From an optimization exercise on the open Yosys and OpenROAD flow, aimed at small area, a short achievable clock period and few clock cycles per item; shortcuts taken in it are not production practice. In this exercise RTL edits were held to simulation tests only and were not proved equivalent to the original. Power and IR drop assume default switching activity.

File: design/flow/design.v
package lpht_pkg;
  localparam int TABLE_SLOTS = 64;
  localparam int SLOT_BITS   = 6;
  localparam int KEY_BITS    = 32;
  localparam int VALUE_BITS  = 32;
  localparam logic [1:0] CMD_INSERT     = 2'd0;
  localparam logic [1:0] CMD_FIND       = 2'd1;
  localparam logic [1:0] CMD_ERASE      = 2'd2;
  localparam logic [1:0] CMD_LOOKUP_ADD = 2'd3;
  localparam logic [1:0] RES_OK       = 2'd0;
  localparam logic [1:0] RES_NOTFOUND = 2'd1;
  localparam logic [1:0] RES_DUP      = 2'd2;
  localparam logic [1:0] RES_FULL     = 2'd3;
endpackage
module linear_probe_hash_table (
  input  logic        clk,
  input  logic        rst_n,
  input  logic        in_tvalid,
  output logic        in_tready,
  input  logic [63:0] in_tdata,    
  input  logic [1:0]  in_tuser,    
  output logic        out_tvalid,
  input  logic        out_tready,
  output logic [39:0] out_tdata,   
  output logic [1:0]  out_tuser    
);
  localparam int N  = 64;
  localparam int QD = 4;    
  function automatic logic [N-1:0] pre_or(input logic [N-1:0] x);
    logic [N-1:0] p;
    p = x;
    for (int d = 1; d < N; d = d * 2) begin
      p = p | (p << d);
    end
    pre_or = p;
  endfunction
  function automatic logic [N-1:0] ffs_circ(input logic [N-1:0] v, input logic [N-1:0] m);
    logic [N-1:0] w, pw, pv;
    w  = v & m;
    pw = pre_or(w);
    pv = pre_or(v);
    ffs_circ = (w & ~(pw << 1)) | (v & ~(pv << 1) & {N{!pw[N-1]}});
  endfunction
  function automatic logic [1:0] first_is_a(input logic [N-1:0] a, input logic [N-1:0] x);
    logic [N-1:0] any, isa;
    any = a | x;
    isa = a;
    for (int w = 1; w < N; w = w * 2) begin
      for (int i = 0; i < N; i += 2 * w) begin
        isa[i] = any[i] ? isa[i] : isa[i + w];
        any[i] = any[i] | any[i + w];
      end
    end
    first_is_a = {any[0], isa[0]};
  endfunction
  function automatic logic first_is_a_circ(input logic [N-1:0] a, input logic [N-1:0] x,
                                           input logic [N-1:0] m);
    logic [1:0] fw, fv;
    fw = first_is_a(a & m, x & m);
    fv = first_is_a(a, x);
    first_is_a_circ = fw[1] ? fw[0] : fv[0];
  endfunction
  logic [31:0]  key_m [N];
  logic [31:0]  val_m [N];
  logic [N-1:0] live_r;
  logic [N-1:0] tomb_r;
  logic         v2_r;
  logic [1:0]   cmd2_r;
  logic [31:0]  key2_r, val2_r;
  logic [N-1:0] match_r;      
  logic [N-1:0] mask_r;       
  logic         eqp_r;        
  logic [N-1:0] s3_r, p3_r;   
  logic         wf3_r;        
  logic         tf3_r;        
  logic         v3_r;
  logic [31:0]  key3_r, val3_r;
  logic [1:0]   st3_r;
  logic         ins3_r, hit3_r;
  logic [39:0]  e_r [QD];
  logic [2:0]   cnt_r;
  logic         ov_r;         
  logic         rdy_r;
  logic [N-1:0] wr3, ts3;
  assign wr3 = s3_r & {N{wf3_r}};
  assign ts3 = p3_r & {N{tf3_r}};
  logic         take;
  logic [31:0]  in_key;
  logic [N-1:0] match1, mask1;
  logic         eqw1;
  assign in_tready = rdy_r;
  assign take      = in_tvalid && rdy_r;
  assign in_key    = in_tdata[31:0];
  assign eqw1      = (in_key == key3_r);
  always_comb begin
    for (int i = 0; i < N; i++) begin
      match1[i] = wr3[i] ? eqw1 : (key_m[i] == in_key);
      mask1[i]  = (6'(i) >= in_key[5:0]);
    end
  end
  always_ff @(posedge clk) begin
    match_r <= match1;
    mask_r  <= mask1;
    eqp_r   <= (in_key == key2_r);
    cmd2_r  <= in_tuser;
    key2_r  <= in_key;
    val2_r  <= in_tdata[63:32];
  end
  logic [N-1:0] live_v, tomb_v, a_vec, n_vec, e_vec, s_oh, p_oh;
  logic         any_s, s_hit, hit;
  logic         c_ins, c_find, c_era, c_lad;
  logic [1:0]   status;
  assign live_v = (live_r | wr3) & ~ts3;
  assign tomb_v = (tomb_r & ~wr3) | ts3;
  assign a_vec  = (wr3 & {N{eqp_r}}) | (~wr3 & live_v & match_r);
  assign n_vec  = ~live_v;
  assign e_vec  = ~live_v & ~tomb_v;
  assign s_oh   = ffs_circ(a_vec | n_vec, mask_r);
  assign p_oh   = ffs_circ(a_vec | e_vec, mask_r);
  assign any_s  = |(a_vec | n_vec);
  assign s_hit  = first_is_a_circ(a_vec, n_vec, mask_r);
  assign hit    = first_is_a_circ(a_vec, e_vec, mask_r);
  assign c_ins  = (cmd2_r == lpht_pkg::CMD_INSERT);
  assign c_find = (cmd2_r == lpht_pkg::CMD_FIND);
  assign c_era  = (cmd2_r == lpht_pkg::CMD_ERASE);
  assign c_lad  = (cmd2_r == lpht_pkg::CMD_LOOKUP_ADD);
  always_comb begin
    if (c_ins) begin
      status = !any_s ? lpht_pkg::RES_FULL : (s_hit ? lpht_pkg::RES_DUP : lpht_pkg::RES_OK);
    end else if (hit) begin
      status = lpht_pkg::RES_OK;
    end else if (c_lad) begin
      status = any_s ? lpht_pkg::RES_OK : lpht_pkg::RES_FULL;
    end else begin
      status = lpht_pkg::RES_NOTFOUND;
    end
  end
  always_ff @(posedge clk) begin
    if (!rst_n) begin
      live_r <= '0;
      tomb_r <= '0;
      wf3_r  <= 1'b0;
      tf3_r  <= 1'b0;
    end else begin
      live_r <= live_v;
      tomb_r <= tomb_v;
      wf3_r  <= v2_r && !c_era && !s_hit && (!c_find || hit);
      tf3_r  <= v2_r && !c_ins && hit && (c_era || !s_hit);
    end
    s3_r   <= s_oh;
    p3_r   <= p_oh;
    key3_r <= key2_r;
    val3_r <= val2_r;
    st3_r  <= status;
    ins3_r <= c_ins;
    hit3_r <= hit;
  end
  logic [31:0] rval, wval;
  logic [5:0]  sidx3;
  logic        ok3;
  always_comb begin
    rval = '0;
    for (int i = 0; i < N; i++) rval = rval | (val_m[i] & {32{p3_r[i]}});
    sidx3 = '0;
    for (int i = 0; i < N; i++) sidx3 = sidx3 | (6'(i) & {6{s3_r[i]}});
  end
  assign wval = ins3_r ? val3_r : (hit3_r ? rval : 32'd0);
  assign ok3  = (st3_r == lpht_pkg::RES_OK);
  always_ff @(posedge clk) begin
    for (int i = 0; i < N; i++) begin
      if (wr3[i]) begin
        key_m[i] <= key3_r;
        val_m[i] <= wval;
      end
    end
  end
  logic        pop;
  logic [2:0]  cnt_nxt, pos;
  logic [39:0] res;
  assign res     = {st3_r, ok3 ? sidx3 : 6'd0, ok3 ? wval : 32'd0};
  assign pop     = ov_r && out_tready;
  assign pos     = cnt_r - {2'b0, pop};
  assign cnt_nxt = pos + {2'b0, v3_r};
  always_ff @(posedge clk) begin
    if (!rst_n) begin
      v2_r  <= 1'b0;
      v3_r  <= 1'b0;
      cnt_r <= 3'd0;
      ov_r  <= 1'b0;
      rdy_r <= 1'b1;
    end else begin
      v2_r  <= take;
      v3_r  <= v2_r;
      cnt_r <= cnt_nxt;
      ov_r  <= (cnt_nxt != 3'd0);
      rdy_r <= (cnt_nxt + {2'b0, v2_r} + {2'b0, take}) < 3'(QD);
    end
    for (int k = 0; k < QD; k++) begin
      if (v3_r && pos == 3'(k)) e_r[k] <= res;
      else if (pop && k < QD - 1) e_r[k] <= e_r[(k + 1) % QD];
    end
  end
  assign out_tvalid = ov_r;
  assign out_tdata  = {2'b00, e_r[0][37:0]};
  assign out_tuser  = e_r[0][39:38];
endmodule
File: design/flow/flow/run.sh
#!/bin/bash
set -euo pipefail
sed 's/SETUP_SLACK_MARGIN=[0-9.]*/SETUP_SLACK_MARGIN=6.5/' standard.sh > standard_tight.sh
grep -q 'SETUP_SLACK_MARGIN=6.5' standard_tight.sh
bash standard_tight.sh > standard.log 2>&1
File: design/flow/standard.sh
#!/bin/bash
# synth_recipe.tcl (not shown) runs the flow's synth.tcl, then flattens the netlist and writes it again
# the make line also repeats each setting of config.mk as NAME=value (left out here)
make -C /OpenROAD-flow-scripts/flow DESIGN_CONFIG=/design/flow/config.mk WORK_HOME=/design/flow/orfs CLKGATE_MAP_FILE= SYNTH_SCRIPT=/design/flow/synth_recipe.tcl "${@:-finish}"
File: design/flow/config.mk
export PLATFORM = sky130hd
export DESIGN_NAME = linear_probe_hash_table
export DESIGN_NICKNAME = linear_probe_hash_table
export VERILOG_FILES = /design/flow/design.v
export SDC_FILE = /design/flow/constraint.sdc
export NUM_CORES = 4
export LEC_CHECK = 0
export CAP_MARGIN = 20
export CORE_MARGIN = 2
export CORE_UTILIZATION = 45
export PLACE_DENSITY = 0.6
export SETUP_SLACK_MARGIN = 5
export SLEW_MARGIN = 20
File: design/flow/constraint.sdc
create_clock -name core_clock -period 10.0 [get_ports {clk}]
set_input_delay 2.0000 -clock core_clock [delete_from_list [all_inputs] [get_ports {clk}]]
set_output_delay 2.0000 -clock core_clock [all_outputs]
set_load 0.01 [all_outputs]
==> results of run 1 <==
-- layer usage --
metal	up-vias	share of wire [%]	global-route usage, %	routed length [um]
met4	37	6.4	18.7	53200
met5	-	0.13	1.38	1070
met1	67000	36	49.5	296000
li1	49400	-	-	-
met2	11600	43	55.1	353000
met3	2537	15	12.1	123000
-- cells by family (layout without fill, tap and decap cells) --
| family | count (synthesis) | count (layout) | synth area share [%] |
|---|---|---|---|
| DFF | 4783 | 4783 | 72.8 |
| and+or+nand+nor | 2308 | 2312 | 6.63 |
| xor gates and xnor gates | 2109 | 2109 | 9.72 |
| AOI/OAI and AO/OA | 2065 | 2065 | 8.33 |
| buffers and inverters | 779 | 2085 | 1.68 |
| muxes | 138 | 138 | 0.803 |
| adders and majority gates | 5 | 5 | 0.0329 |
| other | 1 | 53 | 0.00197 |
-- final timing paths --
path	startpoint	to	slack (ps)	cells after the start
min reg2reg	val2_r[27]$_DFF_P_	val3_r[27]$_DFF_P_	320	0
min	val2_r[27]$_DFF_P_	val3_r[27]$_DFF_P_	320	0
max reg2reg	wf3_r$_SDFF_PN0_	st3_r[0]$_DFF_P_	5890	14
max	wf3_r$_SDFF_PN0_	st3_r[0]$_DFF_P_	5890	14
-- state kept, by name (all words and copies together) (netlist names), 2 cells and up --
name and count:
s3_r 64, val_m 2048, key_m 2048, cmd2_r 2
match_r 64, p3_r 64, val2_r 32, key2_r 32
mask_r 63, live_r 64, st3_r 2, cnt_r 3
e_r 160, tomb_r 64, val3_r 32, key3_r 32
-- layout make-up --
cell class / instances / area, sq um
Fill cell: 33400 / 192000
Inverter: 143 / 793
Clock buffer: 634 / 13300
Timing Repair Buffer: 1021 / 12300
Tap cell: 5640 / 7060
Clock inverter: 279 / 2650
Antenna cell: 51 / 128
Multi-Input combinational cell: 6631 / 53600
Sequential cell: 4783 / 139000
Timing Repair inverter: 8 / 47.5
-- power breakdown --
group          leakage (nW)  internal (mW)  switching (mW)
Clock                  7.77           10.4            8.00
Combinational          24.4          0.957            1.94
Sequential             43.0           22.1           0.265
Total                  75.1           33.5            10.2
-- repair_timing --
action / in CTS / in global routing
setup buffers: 285 / 164
setup endpoints to repair: 3277 / 512
gates cloned: 51 / 32
pin swaps: 157 / 181
resized for setup: 1164 / 386
-- metrics by stage --
| stage | instances | util, % |
|---|---|---|
| after detailed placement | 17700 | 47.6 |
| final | 19200 | 54.3 |
| after CTS | 18900 | 53.4 |
| after global placement | 17700 | 47.5 |
| after floorplan | 12200 | - |
| after global routing | 19100 | 54.3 |
-- cells in the final DEF, fill, tap and decap left out, types with 113 or more instances in the layout --
cell,instances
nor4_1,241
clkbuf_16,524
nand4_1,471
nand2_1,365
nor3_1,113
a221oi_1,216
a21oi_1,170
a22oi_1,558
a22o_1,260
edfxtp_1,4256
xnor2_1,1134
dfxtp_1,424
buf_4,534
nand2b_1,115
buf_12,128
buf_6,140
nor2_1,204
xor2_1,974
nand3_1,250
==> impl_metrics.tcl, run 1 <==
set metrics [dict create \
    status "no timing/DRC/antenna violations" \
    clkSinkCount 4783 \
    gr-usage-all-layers_pct 37.3 \
    core_sq_um 420000 \
    ant_nets 0 \
    cts_root_buf "clkbuf_16" \
    cts_tree "done" \
    critPathBufInv 4 \
    hold_path_class "flip-flop to flip-flop" \
    drive_gt1_share_pct 19.9 \
    syn_avg_cell_area_sq_um 15.6 \
    gp_congestion 0.963 \
    cts-buffers-inserted 483 \
    yosys.area.top_type "edfxtp_1" \
    synthTopCellsByCount "4256 x edfxtp_1, 1135 x xnor2_1, 974 x xor2_1" \
    fp.dieH_um 654 \
    drtIter0Drc 24500 \
    rsz0062_at_grt "true" \
    finalHoldViolCount 0 \
    nNetsFinal 13100 \
    finalPower_mw 43.7 \
    crit_family "compound AO/OA/AOI/OAI gates" \
    cp_slowest_cell "a311oi_4" \
    hpwl_um 442000 \
    grt_max_degree 73 \
    synth-seq-cells 4783 \
    yosysWarningCount 4 \
    cap_violations 0 \
    rows 238 \
    boundaryPins 114 \
    fin_crit_sh_pct 41.1 \
    ys_seq_area_share_pct 72.8 \
    cp_max_fo 13 \
    max_freq_ghz 0.243 \
    worst_ep_arrival_time_ps 5050 \
    synth_flop_cell "edfxtp_1" \
    syn_inst 12200 \
    place_ws_ps 3980 \
    path_cells "buf_12, buf_12, buf_16, a22o_1, o31ai_2, or2_2, nor3_4, nand4_1, a311oi_4, o31ai_2, o21ai_2, buf_4, a21oi_1, o21a_1" \
    grt_pass1_vias 121000 \
    worst_setup_path_start_kind "flip-flop" \
    grt_first_pass_wirelength_um 1080000 \
    drc 0 \
    dpl-instance-area_sq_um 200000 \
    syn_area_sq_um 190000 \
    whs_ps 322 \
    worstMarginPinSlew_ps 1300 \
    htreeDepth 5 \
    first_pass_iters 14 \
    cp_slowest_stage_delay_ps 650 \
    finalSetupViolCount 0 \
    cts_hold_buffers 0 \
    critical_path_class "flip-flop to flip-flop" \
    end_kind "flip-flop" \
    synthTopCellsByArea "edfxtp_1 67%, dfxtp_1 5.6%, xnor2_1 5.2%" \
    clock_path_buffers 4 \
    die_area_sq_um 428000 \
    ys_async_sr_fraction_pct 0 \
    maxSlewViolCount 0 \
    p_per_area_nw_per_um2 191 \
    port_buffers 111 \
    routed_via_density 6.80 \
    yosysTopAreaCellShare_pct 67.2 \
    fin_ws_ps 5890 \
    crit_required_ps 10940 \
    grt_antenna_before_repair 84 \
    relSlewSlack_pct 13.4 \
    tns_ps 0 \
    synthToLayoutAreaGrowth_pct 20.2 \
    start_util_pct 45.2 \
    clk_pin_slew_ps 70 \
    max-vdd-ir-drop_mv 0.175 \
    avgRoutedWirePerCell_um 43.0 \
    post-route-cell-area_sq_um 229000 \
    fp.dieW_um 654 \
    grt_overflow_total 0 \
    fin_skew_ps 73.1 \
    period_minus_slack_ps 4110 \
    synth_most_common_cell "edfxtp_1" \
    yosysUniqueCellTypes 110 \
    p_leak_nw 75.1 \
    clock_latency_ps 1070 \
    synth_edf_count 4256 \
    wl_um 826000 \
    num_vias 131000 \
]
Testbench counts, summed over its fixed seeds: cycles 12,024, items 12,000.
==> run 2, diff against run 1 <==
--- a/design/flow/config.mk
+++ b/design/flow/config.mk
@@ -5,9 +5,10 @@
 export SDC_FILE = /design/flow/constraint.sdc
 export NUM_CORES = 4
 export LEC_CHECK = 0
+export ABC_AREA = 1
 export CAP_MARGIN = 20
 export CORE_MARGIN = 2
-export CORE_UTILIZATION = 45
-export PLACE_DENSITY = 0.6
+export CORE_UTILIZATION = 60
+export PLACE_DENSITY = 0.72
 export SETUP_SLACK_MARGIN = 5
 export SLEW_MARGIN = 20
==> impl_metrics.tcl, run 2 <==
set metrics [dict create \
    comb_power_share_pct 6.2 \
    cts_root_buf "clkbuf_16" \
    drive_gt1_share_pct 13.4 \
    cap_violations 0 \
    clock_path_buffers 4 \
    gp_congestion 1.04 \
    boundaryPins 114 \
    crit_required_ps 10940 \
    start_util_pct 60.3 \
    yosysTopAreaCellShare_pct 66.0 \
    worstMarginPinSlew_ps 1380 \
    max_freq_ghz 0.271 \
    area.sequential_sq_um 139000 \
    yosysUniqueCellTypes 70 \
    fin_crit_sh_pct 36.9 \
    port_buffers 111 \
    p_sw_mw 9.96 \
    fp.dieW_um 572 \
    avgRoutedWirePerCell_um 40.1 \
    wl_met2_um 327000 \
    cts-buffers-inserted 467 \
    first_pass_iters 14 \
    synthToLayoutAreaGrowth_pct 15.7 \
    power_frac_seq_pct 52.2 \
    period_minus_slack_ps 3690 \
    max-vdd-ir-drop_mv 0.166 \
    syn_inst 15400 \
    fp.dieH_um 572 \
    critical_path_class "input port to flip-flop" \
    syn_avg_cell_area_sq_um 12.6 \
    rsz0062_at_grt "true" \
    drtIter0Drc 32800 \
    die_area_sq_um 327000 \
    core_sq_um 321000 \
    worst_setup_path_start_kind "input port" \
    yosys.area.top_type "edfxtp_1" \
    tns_ps 0 \
    internal-power_mw 32.6 \
    routed_via_density 7.21 \
    ys_seq_area_share_pct 71.5 \
    synth_flop_cell "edfxtp_1" \
    yosysWarningCount 4 \
    multiInputGateArea_sq_um 51000 \
    status "no timing/DRC/antenna violations" \
    clkSinkCount 4783 \
    ant_nets 0 \
    gr-usage-all-layers_pct 49.2 \
    finalSetupViolCount 0 \
    grt_overflow_total 0 \
    syn_area_sq_um 194000 \
    grt_first_pass_wirelength_um 1090000 \
    fin_ws_ps 6310 \
    p_clk_share_pct 41.6 \
    synthTopCellsByCount "4256 x edfxtp_1, 3314 x nand2_1, 890 x inv_1" \
    reg.largest.list "key_m: 2048 flops, val_m: 2048 flops, e_r: 160 flops" \
    wl_met3_um 167000 \
    p_leak_nw 78.5 \
    grt_max_degree 80 \
    worst_ep_arrival_time_ps 4630 \
    synth-seq-cells 4783 \
    cts_tree "done" \
    hpwl_um 451000 \
    swShare_pct 23.4 \
    synthTopCellsByArea "edfxtp_1 66%, nand2_1 6.4%, dfxtp_1 5.5%" \
    clock_latency_ps 1050 \
    htreeDepth 5 \
    grt_antenna_before_repair 83 \
    num_vias 149000 \
    synth_most_common_cell "edfxtp_1" \
    hold_path_class "flip-flop to flip-flop" \
    finish.utilization_pct 69.7 \
    highest_layer "met5" \
    wl_met1_um 267000 \
    rows 208 \
    num-fill-cells 21900 \
    finalHoldViolCount 0 \
    clk_pin_slew_ps 60 \
    relSlewSlack_pct 8.05 \
    fin_skew_ps 58.8 \
    drc 0 \
    maxSlewViolCount 0 \
    nNetsFinal 16000 \
    final_cell_mix "4256 x edfxtp_1, 3211 x nand2_1, 816 x inv_1, 738 x nor2_1, 613 x nand4_1" \
    cp_max_fo 12 \
    end_kind "flip-flop" \
    grt_pass1_vias 134000 \
    place_ws_ps 3880 \
    synth_edf_count 4256 \
    ys_async_sr_fraction_pct 0 \
    wl_um 831000 \
    p_per_area_nw_per_um2 190 \
    layout_commonest_cell "edfxtp_1" \
]
-- run 2: cell count changes after synthesis, sizes merged, moves of 116 or more --
cell / before / now
xnor2: 1135 / 263
nand2b: 117 / 0
xor2: 974 / 570
nor2: 226 / 823
clkbuf: 402 / 558
nand3: 273 / 494
mux2: 116 / 0
inv: 141 / 931
a22oi: 598 / 0
o22ai: 82 / 251
nand2: 440 / 3378
o2111ai: 16 / 132
o21ai: 133 / 651
nand4: 473 / 623
-- run 2: final timing paths --
kind	startpoint	end	slack, ps	cells past startpoint
setup / recovery	in_tdata[13]	match_r[21]$_DFF_P_	6310	10
hold reg to reg	val2_r[1]$_DFF_P_	val3_r[1]$_DFF_P_	310	0
setup reg to reg	p3_r[11]$_DFF_P_	e_r[0][31]$_DFFE_PP_	6360	10
hold / removal	val2_r[1]$_DFF_P_	val3_r[1]$_DFF_P_	310	0
-- run 2: layout make-up --
cell class	instances	area share [%]
antenna	73	0.0816
timing repair inverter	29	0.112
timing repair buffer	757	4.01
clock buffer	635	5.77
sequential	4783	61.9
clock inverter	244	0.992
multi-input combinational	8932	22.8
tap	4305	2.41
inverter	956	1.94
-- run 2: worst max-delay path, stage by stage --
cell	delay, ps
buf_2	110
buf_12	160
clkinv_16	170
buf_16	170
or2_2	130
o2111ai_1	120
a2111oi_2	380
and3_1	220
nand4_1	780
o21ai_1	290
-- run 2: per-stage QoR --
| stage | instance area (sq um) | cells | hold WS, ps | total power, mW |
|---|---|---|---|---|
| floorplan | 194000 | 15400 | 310 | 23.6 |
| global placement | 201000 | 19400 | 311 | 24.7 |
| detailed placement | 201000 | 19400 | 312 | 24.7 |
| CTS | 221000 | 20500 | 313 | 42.1 |
| global route | 224000 | 20600 | 317 | 43.2 |
| finish | 224000 | 20700 | 305 | 42.6 |
-- run 2: kinds of logic (layout without fill, tap and decap cells) --
| family | Yosys count | count (layout) | share of synthesized area (%) |
|---|---|---|---|
| xor gates and xnor gates | 833 | 833 | 3.77 |
| buffers and inverters | 1641 | 2621 | 3.26 |
| adders and majority gates | 5 | 5 | 0.0323 |
| AOI/OAI and AO/OA | 2186 | 2186 | 7.85 |
| other | 1 | 75 | 0.00194 |
| DFF | 4783 | 4783 | 71.5 |
| and+or+nand+nor | 5901 | 5906 | 13.6 |
-- run 2: what timing repair did --
item / in CTS / in global routing
pin swaps: 61 / 67
hold buffers: 0 / 0
gates resized for setup: 821 / 381
setup endpoints to repair: 1551 / 529
cloned: 60 / 24
setup buffers: 151 / 99
-- run 2: layer usage --
layer / vias up / global-route usage, %
li1: 57400 / -
met5: - / 1.54
met1: 71600 / 63.7
met4: 54 / 29.8
met2: 16300 / 67.1
met3: 3983 / 23.0
-- run 2: power by group through the flow --
stage	sequential, mW	combinational, mW	clock [mW]
after floorplan	22.6	1.06	0
after global placement	22.7	2.03	0
after detailed placement	22.7	2.06	0
after CTS	22.2	2.32	17.6
after global routing	22.2	2.63	18.3
final	22.2	2.63	17.7
==> run 3, diff against run 2 <==
--- a/design/flow/config.mk
+++ b/design/flow/config.mk
@@ -5,7 +5,6 @@
 export SDC_FILE = /design/flow/constraint.sdc
 export NUM_CORES = 4
 export LEC_CHECK = 0
-export ABC_AREA = 1
 export CAP_MARGIN = 20
 export CORE_MARGIN = 2
 export CORE_UTILIZATION = 60
==> impl_metrics.tcl, run 3 <==
set metrics [dict create \
    status "complete, but fails checks" \
    so_faults "antenna rules" \
    critical_path_class "flip-flop to flip-flop" \
    ys_async_sr_fraction_pct 0 \
    cts_hold_buffers 0 \
    fin_cells 17700 \
    cp_slowest_stage_delay_ps 640 \
    rows 206 \
    cp_slowest_cell "or4_4" \
    routed_via_density 7.59 \
    fin_ws_ps 6040 \
    dp_cells 16200 \
    synth-seq-cells 4783 \
    r2r_setup_slack_ps 6040 \
    clk_pin_slew_ps 60 \
    syn_avg_cell_area_sq_um 15.6 \
    crit_required_ps 10930 \
    drive_gt1_share_pct 19.2 \
    start_util_pct 60.3 \
    ant_nets 1 \
    finalHoldViolCount 0 \
    relSlewSlack_pct 12.1 \
    grt_first_pass_wirelength_um 1050000 \
    core_sq_um 315000 \
    fp.dieH_um 567 \
    cts-buffers-inserted 466 \
    ys_seq_area_share_pct 72.8 \
    reg.largest.list "key_m: 2048 flops, val_m: 2048 flops, e_r: 160 flops" \
    gp_congestion 1.00 \
    dpl-instance-area_sq_um 198000 \
    holdPathStages 0 \
    drc 0 \
    p_leak_nw 74.4 \
    worst_setup_path_start_kind "flip-flop" \
    syn_area_sq_um 190000 \
    cp_max_fo 7 \
    hold_end "val3_r[10]$_DFF_P_" \
    rr_startpoint "wf3_r$_SDFF_PN0_" \
    synthTopCellsByArea "edfxtp_1 67%, dfxtp_1 5.6%, xnor2_1 5.2%" \
    num_vias 134000 \
    ff2ff_path_depth 14 \
    synth_edf_count 4256 \
    htreeDepth 5 \
    rsz0062_at_grt "true" \
    yosys.area.top_type "edfxtp_1" \
    gr-usage-all-layers_pct 48.3 \
    max-vdd-ir-drop_mv 0.236 \
    clock_path_buffers 4 \
    grt_pass1_vias 123000 \
    path_cells "buf_12, buf_16, buf_4, and3_1, o21ai_0, nand3b_1, nor4b_4, nand4_1, buf_6, or4_4, nor4_4, nand2b_1, o21a_1, a21oi_1" \
    hold_path_class "flip-flop to flip-flop" \
    period_minus_slack_ps 3960 \
    cap_violations 0 \
    cts_tree "done" \
    die_area_sq_um 321000 \
    fin_crit_sh_pct 39.6 \
    boundaryPins 114 \
    nNetsFinal 13100 \
    clock_latency_ps 1080 \
    critPathBufInv 4 \
    first_pass_iters 13 \
    end_kind "flip-flop" \
    synthTopCellsByCount "4256 x edfxtp_1, 1135 x xnor2_1, 974 x xor2_1" \
    synthToLayoutAreaGrowth_pct 18.5 \
    p_per_area_nw_per_um2 191 \
    yosysTopAreaCellShare_pct 67.2 \
    synth_most_common_cell "edfxtp_1" \
    worstMarginPinSlew_ps 1320 \
    worst_ep_arrival_time_ps 4890 \
    tns_ps 0 \
    hpwl_um 430000 \
    synth_flop_cell "edfxtp_1" \
    r2r_end "s3_r[15]$_DFF_P_" \
    place_ws_ps 4240 \
    layout_commonest_cell "edfxtp_1" \
    grt_antenna_before_repair 64 \
    fin_skew_ps 115 \
    post-route-cell-area_sq_um 225000 \
    port_buffers 111 \
    drtIter0Drc 28700 \
    fp.dieW_um 567 \
    wl_um 803000 \
    yosysWarningCount 4 \
    cts_root_buf "clkbuf_16" \
    syn_inst 12200 \
    grt_overflow_total 0 \
    crit_family "simple AND/OR/NAND/NOR gates" \
    clkSinkCount 4783 \
    grt_max_degree 68 \
    final_cell_mix "4256 x edfxtp_1, 1134 x xnor2_1, 974 x xor2_1, 566 x a22oi_1, 517 x buf_4" \
    hold_start "val2_r[10]$_DFF_P_" \
    max_freq_ghz 0.252 \
    yosysUniqueCellTypes 110 \
    finalSetupViolCount 0 \
    maxSlewViolCount 0 \
    avgRoutedWirePerCell_um 45.5 \
]
-- run 3: cell families (layout without fill, tap and decap cells) --
family	count (synthesis)	in the layout	share of synthesized area [%]
AO/OA/AOI/OAI	2065	2066	8.33
XOR/XNOR	2109	2109	9.72
adder cells (fa/ha/maj)	5	5	0.0329
buffers and inverters	779	1998	1.68
flip-flops	4783	4783	72.8
multiplexers	138	138	0.803
other	1	94	0.00197
AND/OR/NAND/NOR	2308	2313	6.63
-- run 3: area by class of cell --
cell class / instances / area, sq um
Multi-Input combinational cell: 6633 / 53600
Tap cell: 4160 / 5200
Clock inverter: 239 / 2490
Antenna cell: 92 / 230
Timing Repair Buffer: 974 / 11300
Sequential cell: 4783 / 139000
Fill cell: 19600 / 89800
Clock buffer: 629 / 12800
Inverter: 143 / 851
Timing Repair inverter: 13 / 85.1
-- run 3: stage by stage --
step | hold slack [ps] | utilization [%] | power, mW
finish | 327 | 71.5 | 43.0
detailed placement | 312 | 62.9 | 25.1
floorplan | 310 | - | 23.9
global placement | 314 | 62.9 | 25.0
CTS | 325 | 70.3 | 42.6
global route | 328 | 71.5 | 43.7
-- run 3: worst max-delay path by stage --
| stage | from | to | cells past startpoint | slack [ps] |
|---|---|---|---|---|
| CTS | wf3_r$_SDFF_PN0_ | p3_r[51]$_DFF_P_ | 16 | 6150 |
| finish | wf3_r$_SDFF_PN0_ | s3_r[15]$_DFF_P_ | 14 | 6040 |
| global route | p3_r[34]$_DFF_P_ | tf3_r$_SDFF_PN0_ | 14 | 6020 |
| floorplan | wf3_r$_SDFF_PN0_ | p3_r[37]$_DFF_P_ | 17 | 5510 |
| detailed placement | wf3_r$_SDFF_PN0_ | p3_r[37]$_DFF_P_ | 14 | 4240 |
| global placement | in_tdata[9] | match_r[29]$_DFF_P_ | 7 | 3660 |
-- run 3: power breakdown --
part,total [mW],internal [mW],switching [mW]
sequential,22.4,22.1,0.270
combinational,2.77,0.854,1.91
clock,17.9,10.1,7.80
-- run 3: repair_timing --
item	CTS	global route
gates cloned	51	24
setup buffers	265	145
pin swaps	132	156
resized for setup	1129	397
endpoints found under the setup margin	2538	815
-- run 3: layer usage --
layer	GRT usage (%)	routed length, um	vias to the layer above
met5	4.39	2030	-
met4	27.5	63600	69
met3	19.6	143000	3640
met2	67.3	326000	14600
met1	63.7	268000	66500
li1	-	-	49300
==> run 4, diff against run 3 <==
--- a/design/flow/design.v
+++ b/design/flow/design.v
@@ -25,7 +25,8 @@
   output logic [1:0]  out_tuser    
 );
   localparam int N  = 64;
-  localparam int QD = 4;    
+  localparam int QD = 5;    
+  localparam int G  = 8;    
   function automatic logic [N-1:0] pre_or(input logic [N-1:0] x);
     logic [N-1:0] p;
     p = x;
@@ -64,6 +65,9 @@
   logic [31:0]  val_m [N];
   logic [N-1:0] live_r;
   logic [N-1:0] tomb_r;
+  logic         v1_r;
+  logic [1:0]   cmd1_r;
+  logic [31:0]  key1_r, val1_r;
   logic         v2_r;
   logic [1:0]   cmd2_r;
   logic [31:0]  key2_r, val2_r;
@@ -71,8 +75,8 @@
   logic [N-1:0] mask_r;       
   logic         eqp_r;        
   logic [N-1:0] s3_r, p3_r;   
-  logic         wf3_r;        
-  logic         tf3_r;        
+  logic [N/G-1:0] wf3_r;      
+  logic [N/G-1:0] tf3_r;      
   logic         v3_r;
   logic [31:0]  key3_r, val3_r;
   logic [1:0]   st3_r;
@@ -82,29 +86,36 @@
   logic         ov_r;         
   logic         rdy_r;
   logic [N-1:0] wr3, ts3;
-  assign wr3 = s3_r & {N{wf3_r}};
-  assign ts3 = p3_r & {N{tf3_r}};
+  always_comb begin
+    for (int i = 0; i < N; i++) begin
+      wr3[i] = s3_r[i] & wf3_r[i / G];
+      ts3[i] = p3_r[i] & tf3_r[i / G];
+    end
+  end
   logic         take;
-  logic [31:0]  in_key;
+  assign in_tready = rdy_r;
+  assign take      = in_tvalid && rdy_r;
+  always_ff @(posedge clk) begin
+    cmd1_r <= in_tuser;
+    key1_r <= in_tdata[31:0];
+    val1_r <= in_tdata[63:32];
+  end
   logic [N-1:0] match1, mask1;
   logic         eqw1;
-  assign in_tready = rdy_r;
-  assign take      = in_tvalid && rdy_r;
-  assign in_key    = in_tdata[31:0];
-  assign eqw1      = (in_key == key3_r);
+  assign eqw1 = (key1_r == key3_r);
   always_comb begin
     for (int i = 0; i < N; i++) begin
-      match1[i] = wr3[i] ? eqw1 : (key_m[i] == in_key);
-      mask1[i]  = (6'(i) >= in_key[5:0]);
+      match1[i] = wr3[i] ? eqw1 : (key_m[i] == key1_r);
+      mask1[i]  = (6'(i) >= key1_r[5:0]);
     end
   end
   always_ff @(posedge clk) begin
     match_r <= match1;
     mask_r  <= mask1;
-    eqp_r   <= (in_key == key2_r);
-    cmd2_r  <= in_tuser;
-    key2_r  <= in_key;
-    val2_r  <= in_tdata[63:32];
+    eqp_r   <= (key1_r == key2_r);
+    cmd2_r  <= cmd1_r;
+    key2_r  <= key1_r;
+    val2_r  <= val1_r;
   end
   logic [N-1:0] live_v, tomb_v, a_vec, n_vec, e_vec, s_oh, p_oh;
   logic         any_s, s_hit, hit;
@@ -139,13 +150,15 @@
     if (!rst_n) begin
       live_r <= '0;
       tomb_r <= '0;
-      wf3_r  <= 1'b0;
-      tf3_r  <= 1'b0;
+      wf3_r  <= '0;
+      tf3_r  <= '0;
     end else begin
       live_r <= live_v;
       tomb_r <= tomb_v;
-      wf3_r  <= v2_r && !c_era && !s_hit && (!c_find || hit);
-      tf3_r  <= v2_r && !c_ins && hit && (c_era || !s_hit);
+      for (int k = 0; k < N / G; k++) begin
+        wf3_r[k] <= v2_r && !c_era && !s_hit && (!c_find || hit) && (|s_oh[k * G +: G]);
+        tf3_r[k] <= v2_r && !c_ins && hit && (c_era || !s_hit) && (|p_oh[k * G +: G]);
+      end
     end
     s3_r   <= s_oh;
     p3_r   <= p_oh;
@@ -174,29 +187,39 @@
       end
     end
   end
-  logic        pop;
-  logic [2:0]  cnt_nxt, pos;
-  logic [39:0] res;
-  assign res     = {st3_r, ok3 ? sidx3 : 6'd0, ok3 ? wval : 32'd0};
-  assign pop     = ov_r && out_tready;
-  assign pos     = cnt_r - {2'b0, pop};
-  assign cnt_nxt = pos + {2'b0, v3_r};
+  logic           pop;
+  logic [2:0]     cnt_nxt;
+  logic [39:0]    res;
+  logic [QD-1:0]  ld_np, ld_p;    
+  logic [QD-1:0]  ld;
+  assign res = {st3_r, ok3 ? sidx3 : 6'd0, ok3 ? wval : 32'd0};
+  assign pop = ov_r && out_tready;
+  always_comb begin
+    for (int k = 0; k < QD; k++) begin
+      ld_np[k] = v3_r && (cnt_r == 3'(k));
+      ld_p[k]  = v3_r && (cnt_r == 3'(k + 1));
+    end
+  end
+  assign ld      = pop ? ld_p : ld_np;
+  assign cnt_nxt = pop ? (cnt_r + {2'b0, v3_r} - 3'd1) : (cnt_r + {2'b0, v3_r});
   always_ff @(posedge clk) begin
     if (!rst_n) begin
+      v1_r  <= 1'b0;
       v2_r  <= 1'b0;
       v3_r  <= 1'b0;
       cnt_r <= 3'd0;
       ov_r  <= 1'b0;
       rdy_r <= 1'b1;
     end else begin
-      v2_r  <= take;
+      v1_r  <= take;
+      v2_r  <= v1_r;
       v3_r  <= v2_r;
       cnt_r <= cnt_nxt;
       ov_r  <= (cnt_nxt != 3'd0);
-      rdy_r <= (cnt_nxt + {2'b0, v2_r} + {2'b0, take}) < 3'(QD);
+      rdy_r <= ({1'b0, cnt_nxt} + {3'b0, v1_r} + {3'b0, v2_r} + {3'b0, take}) < 4'(QD);
     end
     for (int k = 0; k < QD; k++) begin
-      if (v3_r && pos == 3'(k)) e_r[k] <= res;
+      if (ld[k])                 e_r[k] <= res;
       else if (pop && k < QD - 1) e_r[k] <= e_r[(k + 1) % QD];
     end
   end
--- a/design/flow/config.mk
+++ b/design/flow/config.mk
@@ -5,6 +5,7 @@
 export SDC_FILE = /design/flow/constraint.sdc
 export NUM_CORES = 4
 export LEC_CHECK = 0
+export ABC_AREA = 1
 export CAP_MARGIN = 20
 export CORE_MARGIN = 2
 export CORE_UTILIZATION = 60
==> impl_metrics.tcl, run 4 <==
set metrics [dict create \
    status "no timing/DRC/antenna violations" \
    synth-seq-cells 4904 \
    fin_crit_sh_pct 41.3 \
    clk_pin_slew_ps 70 \
    gr-usage-all-layers_pct 47.8 \
    yosys.area.top_type "edfxtp_1" \
    syn_area_sq_um 199000 \
    power_frac_seq_pct 52.8 \
    die_area_sq_um 337000 \
    rsz0062_at_grt "true" \
    maxSlewViolCount 0 \
    yosysUniqueCellTypes 71 \
    synthTopCellsByArea "edfxtp_1 65%, nand2_1 7.1%, dfxtp_1 6.1%" \
    cts-buffers-inserted 469 \
    p_leak_nw 81.0 \
    cts_tree "done" \
    drc 0 \
    num_vias 151000 \
    port_buffers 111 \
    synth_fa_ha_area_share_pct 0.0515 \
    swShare_pct 23.8 \
    internal-power_mw 33.1 \
    synth_edf_count 4296 \
    synthToLayoutAreaGrowth_pct 15.3 \
    grt_max_degree 95 \
    finalSetupViolCount 0 \
    first_pass_iters 8 \
    worstMarginPinSlew_ps 1330 \
    crit_required_ps 10760 \
    ant_nets 0 \
    cts_hold_buffers 0 \
    routed_via_density 6.96 \
    ys_seq_area_share_pct 70.9 \
    nNetsFinal 16900 \
    comb_power_share_pct 6.3 \
    gp_congestion 1.05 \
    synthTopCellsByCount "4296 x edfxtp_1, 3771 x nand2_1, 973 x nor2_1" \
    hpwl_um 502000 \
    max-vdd-ir-drop_mv 0.231 \
    p_per_area_nw_per_um2 189 \
    synthMuxAreaShare_pct 0 \
    fp.dieH_um 580 \
    synthSimpleGateAreaFrac_pct 15.3 \
    htreeDepth 5 \
    drtIter0Drc 28700 \
    start_util_pct 60.3 \
    cp_max_fo 8 \
    core_sq_um 331000 \
    clock_path_buffers 4 \
    p_sw_mw 10.3 \
    critical_path_class "flip-flop to flip-flop" \
    clock_latency_ps 1130 \
    grt_first_pass_wirelength_um 1100000 \
    grt_overflow_total 0 \
    fin_cells 21700 \
    yosysWarningCount 4 \
    cpMostUsedCell "buf_12" \
    synth_flop_cell "edfxtp_1" \
    tns_ps 0 \
    worst_ep_arrival_time_ps 4890 \
    final_cell_mix "4296 x edfxtp_1, 3595 x nand2_1, 857 x nor2_1, 727 x inv_1, 681 x o21ai_0" \
    syn_inst 16300 \
    hold_path_class "flip-flop to flip-flop" \
    avgRoutedWirePerCell_um 38.3 \
    ys_async_sr_fraction_pct 0 \
    cts_root_buf "clkbuf_16" \
    grt_antenna_before_repair 81 \
    max_freq_ghz 0.242 \
    reg.largest.list "key_m: 2048 flops, val_m: 2048 flops, e_r: 200 flops" \
    cp_slowest_stage_delay_ps 950 \
    yosysTopAreaCellShare_pct 64.8 \
    syn_avg_cell_area_sq_um 12.2 \
    fp.dieW_um 580 \
    synth_most_common_cell "edfxtp_1" \
    grt_pass1_vias 139000 \
    rows 211 \
    finalHoldViolCount 0 \
    dp_cells 20400 \
    worst_setup_path_start_kind "flip-flop" \
    p_clk_share_pct 41.0 \
    layout_commonest_cell "edfxtp_1" \
    clkSinkCount 4904 \
    cap_violations 0 \
    drive_gt1_share_pct 14.2 \
    synth_compound_area_share_pct 6.88 \
    end_kind "flip-flop" \
    fin_skew_ps 155 \
    synth_top_family_by_area "simple AND/OR/NAND/NOR gates" \
    finish.utilization_pct 69.5 \
    cp_slowest_cell "nor4_4" \
    relSlewSlack_pct 11.6 \
    whs_ps 302 \
    wl_um 830000 \
    boundaryPins 114 \
    synth-xor-area-share_pct 3.93 \
    path_cells "buf_12, buf_12, nand2_4, nand4_1, a221oi_4, nand4_1, nor4_4, nand4_1, nand2_2, nand2_4, buf_12, buf_12, buf_16" \
    num-fill-cells 22200 \
    period_minus_slack_ps 4130 \
    finalPower_mw 43.4 \
]
## run 4: cell types whose count changed after synthesis, sizes merged, moves of 116 or more
cell,previous run,this run
nand4,473,692
o21ai,133,716
mux2,116,0
inv,141,831
nor2,226,1017
nand2b,117,1
nand3,273,626
a21oi,203,320
a22oi,598,6
xnor2,1135,335
clkbuf,402,542
xor2,974,560
nand2,440,3852
o22ai,82,224
## run 4: final cells by class
type	instances	area, sq um	share of cell area [%]
flip-flops and latches	4904	142000	61.6
multi-input cells	9831	55600	24.2
clock buffers	632	12900	5.62
repair buffers	753	7960	3.47
well taps	4366	5460	2.38
inverters	864	3740	1.63
clock inverters	239	2320	1.01
diodes	55	138	0.0599
repair inverters	23	119	0.0517
## run 4: stage by stage
| step | setup WS [ps] | area, sq um |
|---|---|---|
| after floorplan | 6030 | 200000 |
| after global placement | 3190 | 207000 |
| after detailed placement | 4370 | 207000 |
| after CTS | 6170 | 226000 |
| after global routing | 6000 | 230000 |
| final | 5870 | 230000 |
## run 4: what timing repair did
item	in CTS	in global routing
pin swaps	68	116
resized for setup	869	472
buffers inserted	130	104
setup endpoints to repair	1689	872
cloned	44	17
## run 4: worst paths after layout
| kind | startpoint | end | slack, ps | cells past startpoint |
|---|---|---|---|---|
| hold reg to reg | val2_r[3]$_DFF_P_ | val3_r[3]$_DFF_P_ | 300 | 0 |
| setup reg to reg | p3_r[2]$_DFF_P_ | val_m[35][3]$_DFFE_PP_ | 5870 | 13 |
| setup / recovery | p3_r[2]$_DFF_P_ | val_m[35][3]$_DFFE_PP_ | 5870 | 13 |
| hold / removal | val2_r[3]$_DFF_P_ | val3_r[3]$_DFF_P_ | 300 | 0 |
## run 4: routing by layer
metal / vias up / part of all wire, % / GRT usage, %
met2: 14800 / 40 / 66.4
met4: 44 / 7.3 / 27.5
li1: 60100 / - / -
met1: 72500 / 34 / 63.9
met3: 3316 / 18 / 19.1
met5: - / 0.046 / 0
## run 4: power by group through the flow
| stage | sequential, mW | clock [mW] | combinational (mW) |
|---|---|---|---|
| after detailed placement | 23.3 | 0 | 2.28 |
| after floorplan | 23.2 | 0 | 1.15 |
| final | 22.9 | 17.8 | 2.72 |
| after CTS | 22.9 | 17.6 | 2.45 |
| after global placement | 23.3 | 0 | 2.23 |
| after global routing | 22.9 | 18.4 | 2.76 |
## run 4: critical path: cells and delay by family (launching register included)
kind / cells / cell delay [ps]
DFF: 1 / 360
buffers and inverters: 5 / 710
and+or+nand+nor: 7 / 2430
AOI/OAI and AO/OA: 1 / 330
## run 4: logic make-up after synthesis
group,count (synthesis)
xor+xnor,895
flops,4904
other cells,1
simple gates,6820
buf+inv,1538
fa+ha+maj,7
compound gates,2100
Testbench counts of run 4, summed over its fixed seeds: cycles 12,032, items 12,000.

## static timing again, ports no longer ideal
No port has a modelled driver above. Below, the same layouts with a new extraction and two added sets of constraints. Step 1 assumes that a clkbuf_16 drives the clock port and a buf_2 every other input. Step 2 also shifts input and output timing later by t, the mid clock arrival at the registers, as if the neighbouring blocks saw the same clock. Slacks: ideal / step 1 / step 2; pairs: ideal / step 1.
| run | t, ns | setup slack, ns | hold slack, ns | worst slew at a driven data input, ns | cell pins on the clock port's net |
|---|---|---|---|---|---|
| run 1 | 1.142 | 5.893 / 5.893 / 5.311 | 0.322 / 0.322 / 0.322 | 0.10 | 1 |
| run 2 | 1.120 | 6.306 / 6.345 / 5.228 | 0.305 / 0.305 / 0.305 | 0.16 | 1 |
| run 3 | 1.134 | 6.038 / 6.038 / 5.395 | 0.327 / 0.327 / 0.327 | 0.27 | 1 |
| run 4 | 1.176 | 5.867 / 5.867 / 5.515 | 0.302 / 0.302 / 0.302 | 0.05 | 1 |
The setup slack of run 2, which loses most, moves by +0.039 ns with the drivers and by -1.078 ns with both steps.
